Context: an optimization exercise on an open-source flow, tuned for small area. The choices shown serve that exercise and are no tape-out recipe.
RTL that was checked went through simulation tests only; none was proved equivalent to the original.
Power is estimated from default activity; no workload was simulated.

==> run a: inputs <==
// dpd_output_stage
module dpd_output_stage (
  input  logic               clk,
  input  logic               rst_n,
  input  logic               ENABLE,
  input  logic               valid_in,
  input  logic signed [15:0] y_in_re,
  input  logic signed [15:0] y_in_im,
  input  logic signed [15:0] gain,
  input  logic               clr_status,
  input  logic               dac_ready,
  output logic               dac_valid,
  output logic signed [15:0] dac_re,
  output logic signed [15:0] dac_im,
  output logic               fifo_full,
  output logic               fifo_empty,
  output logic [4:0]         fifo_level,
  output logic               overflow,
  output logic [15:0]        sat_count
);
Settings: LEC_CHECK=0, CAP_MARGIN=20, CORE_MARGIN=2, CORE_UTILIZATION=40, CTS_CLUSTER_DIAMETER=150, CTS_CLUSTER_SIZE=30, SLEW_MARGIN=20, SYNTH_HIERARCHICAL=1; clock period 7.5 ns.
run.sh (not shown) runs the stock make flow with config.mk's settings and CLKGATE_MAP_FILE= SYNTH_SCRIPT=/design/flow/synth_recipe.tcl, a recipe that flattens the netlist after the stock synthesis.
==> run b: changes against run a <==
- CTS_CLUSTER_DIAMETER: 150 -> not set
- CTS_CLUSTER_SIZE: 30 -> not set
==> out/qor.yml <==
status: "no timing/DRC/antenna violations"
fin_worst_skew_ns: 0.0320
seqPwrFrac_pct: 25.4
power_switching_mw: 7.26
the above is filed under run b

==> out/qor.yml <==
fin_ws_ns: 0.570
seqPwrFrac_pct: 27.9
cp_num_cells: 18
seq_cells: 617
power_switching_mw: 6.92
multi_input_area_share_pct: 40.6
fin_worst_skew_ns: 0.0337
status: "no timing/DRC/antenna violations"
the above is filed under run a

Function was not checked in any run of this note: the RTL went through the layout flow alone.


==> inputs of run D <==
dpd_output_stage, a different RTL version from the one above (not shown whole).
==> flow/config.mk <==
export PLATFORM = sky130hd
export DESIGN_NAME = dpd_output_stage
export DESIGN_NICKNAME = dpd_output_stage
export VERILOG_FILES = /design/flow/design.v
export SDC_FILE = /design/flow/constraint.sdc
export NUM_CORES = 4
export LEC_CHECK = 0
export CAP_MARGIN = 20
export CORE_MARGIN = 2
export CORE_UTILIZATION = 40
export CTS_BUF_LIST = sky130_fd_sc_hd__clkbuf_8
export CTS_CLUSTER_DIAMETER = 100
export CTS_CLUSTER_SIZE = 16
export SLEW_MARGIN = 20
export SYNTH_HIERARCHICAL = 1
==> flow/constraint.sdc <==
create_clock -name core_clock -period 7.5 [get_ports {clk}]
set_input_delay 1.5000 -clock core_clock [delete_from_list [all_inputs] [get_ports {clk}]]
set_output_delay 1.5000 -clock core_clock [all_outputs]
set_load 0.01 [all_outputs]
standard.sh (not shown) runs the stock make flow with config.mk's settings and CLKGATE_MAP_FILE= SYNTH_SCRIPT=/design/flow/synth_recipe.tcl, a recipe that flattens the netlist after the stock synthesis.
==> flow/flow/run.sh <==
#!/bin/bash
# Standard layout, with the port buffers made from the smallest buffer cell
# and a clock tree of clkbuf_8 cells without dummy loads.
set -e
export BUFFER_PORTS_ARGS="-buffer_cell sky130_fd_sc_hd__buf_1"
export CTS_ARGS="-sink_clustering_enable -repair_clock_nets -sink_clustering_size 16 -sink_clustering_max_diameter 100 -buf_list sky130_fd_sc_hd__clkbuf_8 -dont_use_dummy_load"
bash standard.sh > standard.log 2>&1
==> run Z (differences from run D) <==
==> flow/flow/run.sh (replaced) <==
#!/bin/bash
# Standard layout, with the port buffers made from the smallest buffer cell.
set -e
export BUFFER_PORTS_ARGS="-buffer_cell sky130_fd_sc_hd__buf_1"
bash standard.sh > standard.log 2>&1
==> comparison <==
Synthesized area is the same in run Z and run D. Of run D and run Z, run D has the higher first-iteration DRC count (gap 0.69%, measured against run Z). Against run Z, the final cell count of run D is lower by about 0.9%. Between run Z and run D, the lower worst setup slack is in run D (gap 77 ps). Between run Z and run D, the lower critical path depth is in run Z (gap 1). Combinational power is about the same in run Z and run D.
==> figures <==
item                                                                   run Z                 run D
Worst Setup SP                                          r_s1_gain[7]$_DFF_P_  r_s1_gain[3]$_DFF_P_
Area added between synthesis and finish                               9.811%                9.307%
Result of the run                           no timing/DRC/antenna violations  no timing/DRC/antenna violations
Clock power share                                                      11.8%                 11.2%
Avg Vias per Cell                                                      5.970                 6.026
Required time of the worst setup path                                8090 ps               8070 ps
Sequential fraction of design power                                    30.5%                 30.8%
Pre-Repair DR Iteration Count                                              9                    14
Proportion of layout cells with a drive suffix above 1                7.733%                7.537%
Depth of the most critical reg-to-reg path                                20                    21
Total power consumption of the routed design                        14170 µW              14040 µW
Leakage power                                                     0.01243 µW            0.01228 µW
Highest net fanout along the worst path                                   18                    32


==> exp/lagoon <==
dpd_output_stage, a different RTL version from the one above (not shown whole).
// dpd_output_stage
module dpd_output_stage (
  input  logic               clk,
  input  logic               rst_n,
  input  logic               ENABLE,
  input  logic               valid_in,
  input  logic signed [15:0] y_in_re,
  input  logic signed [15:0] y_in_im,
  input  logic signed [15:0] gain,
  input  logic               clr_status,
  input  logic               dac_ready,
  output logic               dac_valid,
  output logic signed [15:0] dac_re,
  output logic signed [15:0] dac_im,
  output logic               fifo_full,
  output logic               fifo_empty,
  output logic [4:0]         fifo_level,
  output logic               overflow,
  output logic [15:0]        sat_count
);
==> flow/config.mk <==
export PLATFORM = sky130hd
export DESIGN_NAME = dpd_output_stage
export DESIGN_NICKNAME = dpd_output_stage
export VERILOG_FILES = /design/flow/design.v
export SDC_FILE = /design/flow/constraint.sdc
export NUM_CORES = 4
export LEC_CHECK = 0
export CAP_MARGIN = 20
export CORE_MARGIN = 2
export CORE_UTILIZATION = 40
export CTS_CLUSTER_DIAMETER = 150
export CTS_CLUSTER_SIZE = 25
export SLEW_MARGIN = 20
export SYNTH_HIERARCHICAL = 1
==> flow/constraint.sdc <==
create_clock -name core_clock -period 7.5 [get_ports {clk}]
set_input_delay 1.5000 -clock core_clock [delete_from_list [all_inputs] [get_ports {clk}]]
set_output_delay 1.5000 -clock core_clock [all_outputs]
set_load 0.01 [all_outputs]
==> flow/flow/run.sh <==
#!/bin/bash
# Standard layout, with the port buffers made from the smallest buffer cell.
set -e
export BUFFER_PORTS_ARGS="-buffer_cell sky130_fd_sc_hd__buf_1"
bash standard.sh > standard.log 2>&1
==> exp/tundra: changes against exp/lagoon <==
--- a/flow/design.v
+++ b/flow/design.v
@@ -48,23 +48,20 @@
 );
   assign y = a ^ b;
 endmodule
 module dpd_mulrnd (
   input  logic [15:0] x,
-  input  logic [7:0]  one,
-  input  logic [7:0]  two,
+  input  logic [7:0]  onen,
+  input  logic [7:0]  twon,
   input  logic [7:0]  neg,
   output logic        sat,
   output logic [15:0] val
 );
   logic [15:0] xn;
-  logic [7:0] onen, twon;
   assign xn = ~x;
-  assign onen = ~one;
-  assign twon = ~two;
   logic pp0_0;
-  assign pp0_0 = (one[0] & x[0]) ^ neg[0];
+  assign pp0_0 = (~onen[0] & x[0]) ^ neg[0];
   logic pp0_1;
   logic q0_1;
   dpd_o22ai u_q0_1 (.a1(onen[0]), .a2(xn[1]), .b1(twon[0]), .b2(xn[0]), .y(q0_1));
   dpd_xor2 u_pp0_1 (.a(q0_1), .b(neg[0]), .y(pp0_1));
   logic pp0_2;
@@ -128,11 +125,11 @@
   dpd_o22ai u_q0_16 (.a1(onen[0]), .a2(xn[15]), .b1(twon[0]), .b2(xn[15]), .y(q0_16));
   dpd_xor2 u_pp0_16 (.a(q0_16), .b(neg[0]), .y(pp0_16));
   logic npp0_16;
   assign npp0_16 = ~pp0_16;
   logic pp1_0;
-  assign pp1_0 = (one[1] & x[0]) ^ neg[1];
+  assign pp1_0 = (~onen[1] & x[0]) ^ neg[1];
   logic pp1_1;
   logic q1_1;
   dpd_o22ai u_q1_1 (.a1(onen[1]), .a2(xn[1]), .b1(twon[1]), .b2(xn[0]), .y(q1_1));
   dpd_xor2 u_pp1_1 (.a(q1_1), .b(neg[1]), .y(pp1_1));
   logic pp1_2;
@@ -196,11 +193,11 @@
   dpd_o22ai u_q1_16 (.a1(onen[1]), .a2(xn[15]), .b1(twon[1]), .b2(xn[15]), .y(q1_16));
   dpd_xor2 u_pp1_16 (.a(q1_16), .b(neg[1]), .y(pp1_16));
   logic npp1_16;
   assign npp1_16 = ~pp1_16;
   logic pp2_0;
-  assign pp2_0 = (one[2] & x[0]) ^ neg[2];
+  assign pp2_0 = (~onen[2] & x[0]) ^ neg[2];
   logic pp2_1;
   logic q2_1;
   dpd_o22ai u_q2_1 (.a1(onen[2]), .a2(xn[1]), .b1(twon[2]), .b2(xn[0]), .y(q2_1));
   dpd_xor2 u_pp2_1 (.a(q2_1), .b(neg[2]), .y(pp2_1));
   logic pp2_2;
@@ -264,11 +261,11 @@
   dpd_o22ai u_q2_16 (.a1(onen[2]), .a2(xn[15]), .b1(twon[2]), .b2(xn[15]), .y(q2_16));
   dpd_xor2 u_pp2_16 (.a(q2_16), .b(neg[2]), .y(pp2_16));
   logic npp2_16;
   assign npp2_16 = ~pp2_16;
   logic pp3_0;
-  assign pp3_0 = (one[3] & x[0]) ^ neg[3];
+  assign pp3_0 = (~onen[3] & x[0]) ^ neg[3];
   logic pp3_1;
   logic q3_1;
   dpd_o22ai u_q3_1 (.a1(onen[3]), .a2(xn[1]), .b1(twon[3]), .b2(xn[0]), .y(q3_1));
   dpd_xor2 u_pp3_1 (.a(q3_1), .b(neg[3]), .y(pp3_1));
   logic pp3_2;
@@ -332,11 +329,11 @@
   dpd_o22ai u_q3_16 (.a1(onen[3]), .a2(xn[15]), .b1(twon[3]), .b2(xn[15]), .y(q3_16));
   dpd_xor2 u_pp3_16 (.a(q3_16), .b(neg[3]), .y(pp3_16));
   logic npp3_16;
   assign npp3_16 = ~pp3_16;
   logic pp4_0;
-  assign pp4_0 = (one[4] & x[0]) ^ neg[4];
+  assign pp4_0 = (~onen[4] & x[0]) ^ neg[4];
   logic pp4_1;
   logic q4_1;
   dpd_o22ai u_q4_1 (.a1(onen[4]), .a2(xn[1]), .b1(twon[4]), .b2(xn[0]), .y(q4_1));
   dpd_xor2 u_pp4_1 (.a(q4_1), .b(neg[4]), .y(pp4_1));
   logic pp4_2;
@@ -400,11 +397,11 @@
   dpd_o22ai u_q4_16 (.a1(onen[4]), .a2(xn[15]), .b1(twon[4]), .b2(xn[15]), .y(q4_16));
   dpd_xor2 u_pp4_16 (.a(q4_16), .b(neg[4]), .y(pp4_16));
   logic npp4_16;
   assign npp4_16 = ~pp4_16;
   logic pp5_0;
-  assign pp5_0 = (one[5] & x[0]) ^ neg[5];
+  assign pp5_0 = (~onen[5] & x[0]) ^ neg[5];
   logic pp5_1;
   logic q5_1;
   dpd_o22ai u_q5_1 (.a1(onen[5]), .a2(xn[1]), .b1(twon[5]), .b2(xn[0]), .y(q5_1));
   dpd_xor2 u_pp5_1 (.a(q5_1), .b(neg[5]), .y(pp5_1));
   logic pp5_2;
@@ -468,11 +465,11 @@
   dpd_o22ai u_q5_16 (.a1(onen[5]), .a2(xn[15]), .b1(twon[5]), .b2(xn[15]), .y(q5_16));
   dpd_xor2 u_pp5_16 (.a(q5_16), .b(neg[5]), .y(pp5_16));
   logic npp5_16;
   assign npp5_16 = ~pp5_16;
   logic pp6_0;
-  assign pp6_0 = (one[6] & x[0]) ^ neg[6];
+  assign pp6_0 = (~onen[6] & x[0]) ^ neg[6];
   logic pp6_1;
   logic q6_1;
   dpd_o22ai u_q6_1 (.a1(onen[6]), .a2(xn[1]), .b1(twon[6]), .b2(xn[0]), .y(q6_1));
   dpd_xor2 u_pp6_1 (.a(q6_1), .b(neg[6]), .y(pp6_1));
   logic pp6_2;
@@ -536,11 +533,11 @@
   dpd_o22ai u_q6_16 (.a1(onen[6]), .a2(xn[15]), .b1(twon[6]), .b2(xn[15]), .y(q6_16));
   dpd_xor2 u_pp6_16 (.a(q6_16), .b(neg[6]), .y(pp6_16));
   logic npp6_16;
   assign npp6_16 = ~pp6_16;
   logic pp7_0;
-  assign pp7_0 = (one[7] & x[0]) ^ neg[7];
+  assign pp7_0 = (~onen[7] & x[0]) ^ neg[7];
   logic pp7_1;
   logic q7_1;
   dpd_o22ai u_q7_1 (.a1(onen[7]), .a2(xn[1]), .b1(twon[7]), .b2(xn[0]), .y(q7_1));
   dpd_xor2 u_pp7_1 (.a(q7_1), .b(neg[7]), .y(pp7_1));
   logic pp7_2;
@@ -1415,40 +1412,39 @@
   output logic [4:0]         fifo_level,
   output logic               overflow,
   output logic [15:0]        sat_count
 );
   logic               r_s1_valid;
-  logic        [15:0] r_s1_re, r_s1_im;
-  logic               r_s1_sat;
+  logic        [15:0] r_s1_re, r_s1_im, r_s1_gain;
   logic               r_s2_valid;
   logic        [15:0] r_s2_re, r_s2_im;
   logic               r_s2_sat;
   logic        [31:0] r_mem [16];
   logic        [4:0]  r_level;
   logic               r_overflow;
   logic        [15:0] r_sat_count;
-  logic        [7:0]  w_one, w_two, w_neg;
+  logic        [7:0]  w_onen, w_twon, w_neg;
   logic        [15:0] w_re, w_im;
   logic               w_sat_re, w_sat_im;
   logic               w_rd, w_wr;
   logic        [15:0] w_sel;
   logic        [511:0] w_mem;
   logic        [31:0] w_head;
   always_comb begin
     for (int i = 0; i < 8; i++) begin
       logic b0, b1, b2;
-      b0 = (i == 0) ? 1'b0 : gain[2*i-1];
-      b1 = gain[2*i];
-      b2 = gain[2*i+1];
+      b0 = (i == 0) ? 1'b0 : r_s1_gain[2*i-1];
+      b1 = r_s1_gain[2*i];
+      b2 = r_s1_gain[2*i+1];
       w_neg[i] = b2;
-      w_one[i] = b1 ^ b0;
-      w_two[i] = (b2 & ~b1 & ~b0) | (~b2 & b1 & b0);
+      w_onen[i] = ~(b1 ^ b0);
+      w_twon[i] = ~((b2 & ~b1 & ~b0) | (~b2 & b1 & b0));
     end
   end
-  dpd_mulrnd u_mul_re (.x(y_in_re), .one(w_one), .two(w_two), .neg(w_neg),
+  dpd_mulrnd u_mul_re (.x(r_s1_re), .onen(w_onen), .twon(w_twon), .neg(w_neg),
                        .sat(w_sat_re), .val(w_re));
-  dpd_mulrnd u_mul_im (.x(y_in_im), .one(w_one), .two(w_two), .neg(w_neg),
+  dpd_mulrnd u_mul_im (.x(r_s1_im), .onen(w_onen), .twon(w_twon), .neg(w_neg),
                        .sat(w_sat_im), .val(w_im));
   always_ff @(posedge clk or negedge rst_n) begin
     if (!rst_n) begin
       r_s1_valid <= 1'b0;
       r_s2_valid <= 1'b0;
@@ -1456,16 +1452,16 @@
       r_s1_valid <= valid_in && ENABLE;
       r_s2_valid <= r_s1_valid;
     end
   end
   always_ff @(posedge clk) begin
-    r_s1_re   <= w_re;
-    r_s1_im   <= w_im;
-    r_s1_sat  <= w_sat_re | w_sat_im;
-    r_s2_re   <= r_s1_re;
-    r_s2_im   <= r_s1_im;
-    r_s2_sat  <= r_s1_sat;
+    r_s1_re   <= y_in_re;
+    r_s1_im   <= y_in_im;
+    r_s1_gain <= gain;
+    r_s2_re   <= w_re;
+    r_s2_im   <= w_im;
+    r_s2_sat  <= w_sat_re | w_sat_im;
   end
   assign fifo_full  = r_level[4];
   assign fifo_empty = (r_level == 5'd0);
   assign fifo_level = r_level;
   assign dac_valid  = !fifo_empty;
--- a/flow/config.mk
+++ b/flow/config.mk
@@ -6,9 +6,10 @@
 export NUM_CORES = 4
 export LEC_CHECK = 0
 export CAP_MARGIN = 20
 export CORE_MARGIN = 2
 export CORE_UTILIZATION = 40
-export CTS_CLUSTER_DIAMETER = 150
-export CTS_CLUSTER_SIZE = 25
+export CTS_BUF_LIST = sky130_fd_sc_hd__clkbuf_8
+export CTS_CLUSTER_DIAMETER = 100
+export CTS_CLUSTER_SIZE = 16
 export SLEW_MARGIN = 20
 export SYNTH_HIERARCHICAL = 1
==> qor summary <==
| item | exp/lagoon | exp/tundra |
|---|---|---|
| Run status | no timing/DRC/antenna violations | no timing/DRC/antenna violations |
| Post-Route Hold Slack | 0.3280 ns | 0.3793 ns |
| Core Box Area | 0.07874 mm2 | 0.07900 mm2 |
| Number of CTS-inserted buffers | 28 | 45 |
| Part of the total power dissipated in the clock network | 0.112 | 0.110 |
| H-tree Lvls | 1 | 2 |
| Compound-gate portion of the synthesized area | 0.1383 | 0.1342 |
| WL per Instance | 22.70 um | 23.67 um |
| Hpwl dp | 52880 um | 51760 um |
| Worst reg2reg endpoint | r_mem[14][13] | r_s2_re[0] |
| Sequential Power Share | 0.282 | 0.290 |
| Max incr delay on CP | 0.56 ns | 0.93 ns |
| Global-route wire length before repair | 124600 um | 127100 um |
| Average footprint of a synthesized cell | 14.05 um2 | 14.31 um2 |
| Mux share of post-synthesis cell area | 0.002132 | 0.002511 |
| Setup crit end | r_s1_im[7] | r_s2_re[0] |
Function not checked in exp/lagoon: the RTL went through the layout flow alone.

## separate check: timing with driven ports
How much do the figures lean on ideal ports? The routed layouts below were timed once more, with nothing changed but the port constraints. Step 1, drivers: a clkbuf_16 drives clk and a buf_2 each remaining input, both assumed. Step 2 also shifts input and output timing later by t, the mid clock arrival at the registers, as if the neighbouring blocks saw the same clock. Three values: no drivers, after step 1, after step 2; two values: the first two.
run	shift t [ns]	setup slack, ns	worst hold slack (ns)	worst data-port slew with drivers (ns)
run a	0.655	0.570 / 0.570 / 0.570	0.365 / 0.365 / 0.365	0.05
run b	0.658	0.522 / 0.522 / 0.522	0.327 / 0.327 / 0.327	0.05
run D	0.675	0.447 / 0.447 / 0.447	0.355 / 0.355 / 0.355	0.06
run Z	0.721	0.524 / 0.524 / 0.524	0.357 / 0.357 / 0.357	0.06
exp/lagoon	0.641	0.713 / 0.748 / 0.107	0.328 / 0.328 / 0.328	0.05
exp/tundra	0.715	0.687 / 0.687 / 0.687	0.379 / 0.379 / 0.379	0.04
After both steps every run listed still meets setup and hold. The setup slack of exp/lagoon, which loses most, moves by +0.035 ns with the drivers and by -0.606 ns with both steps.
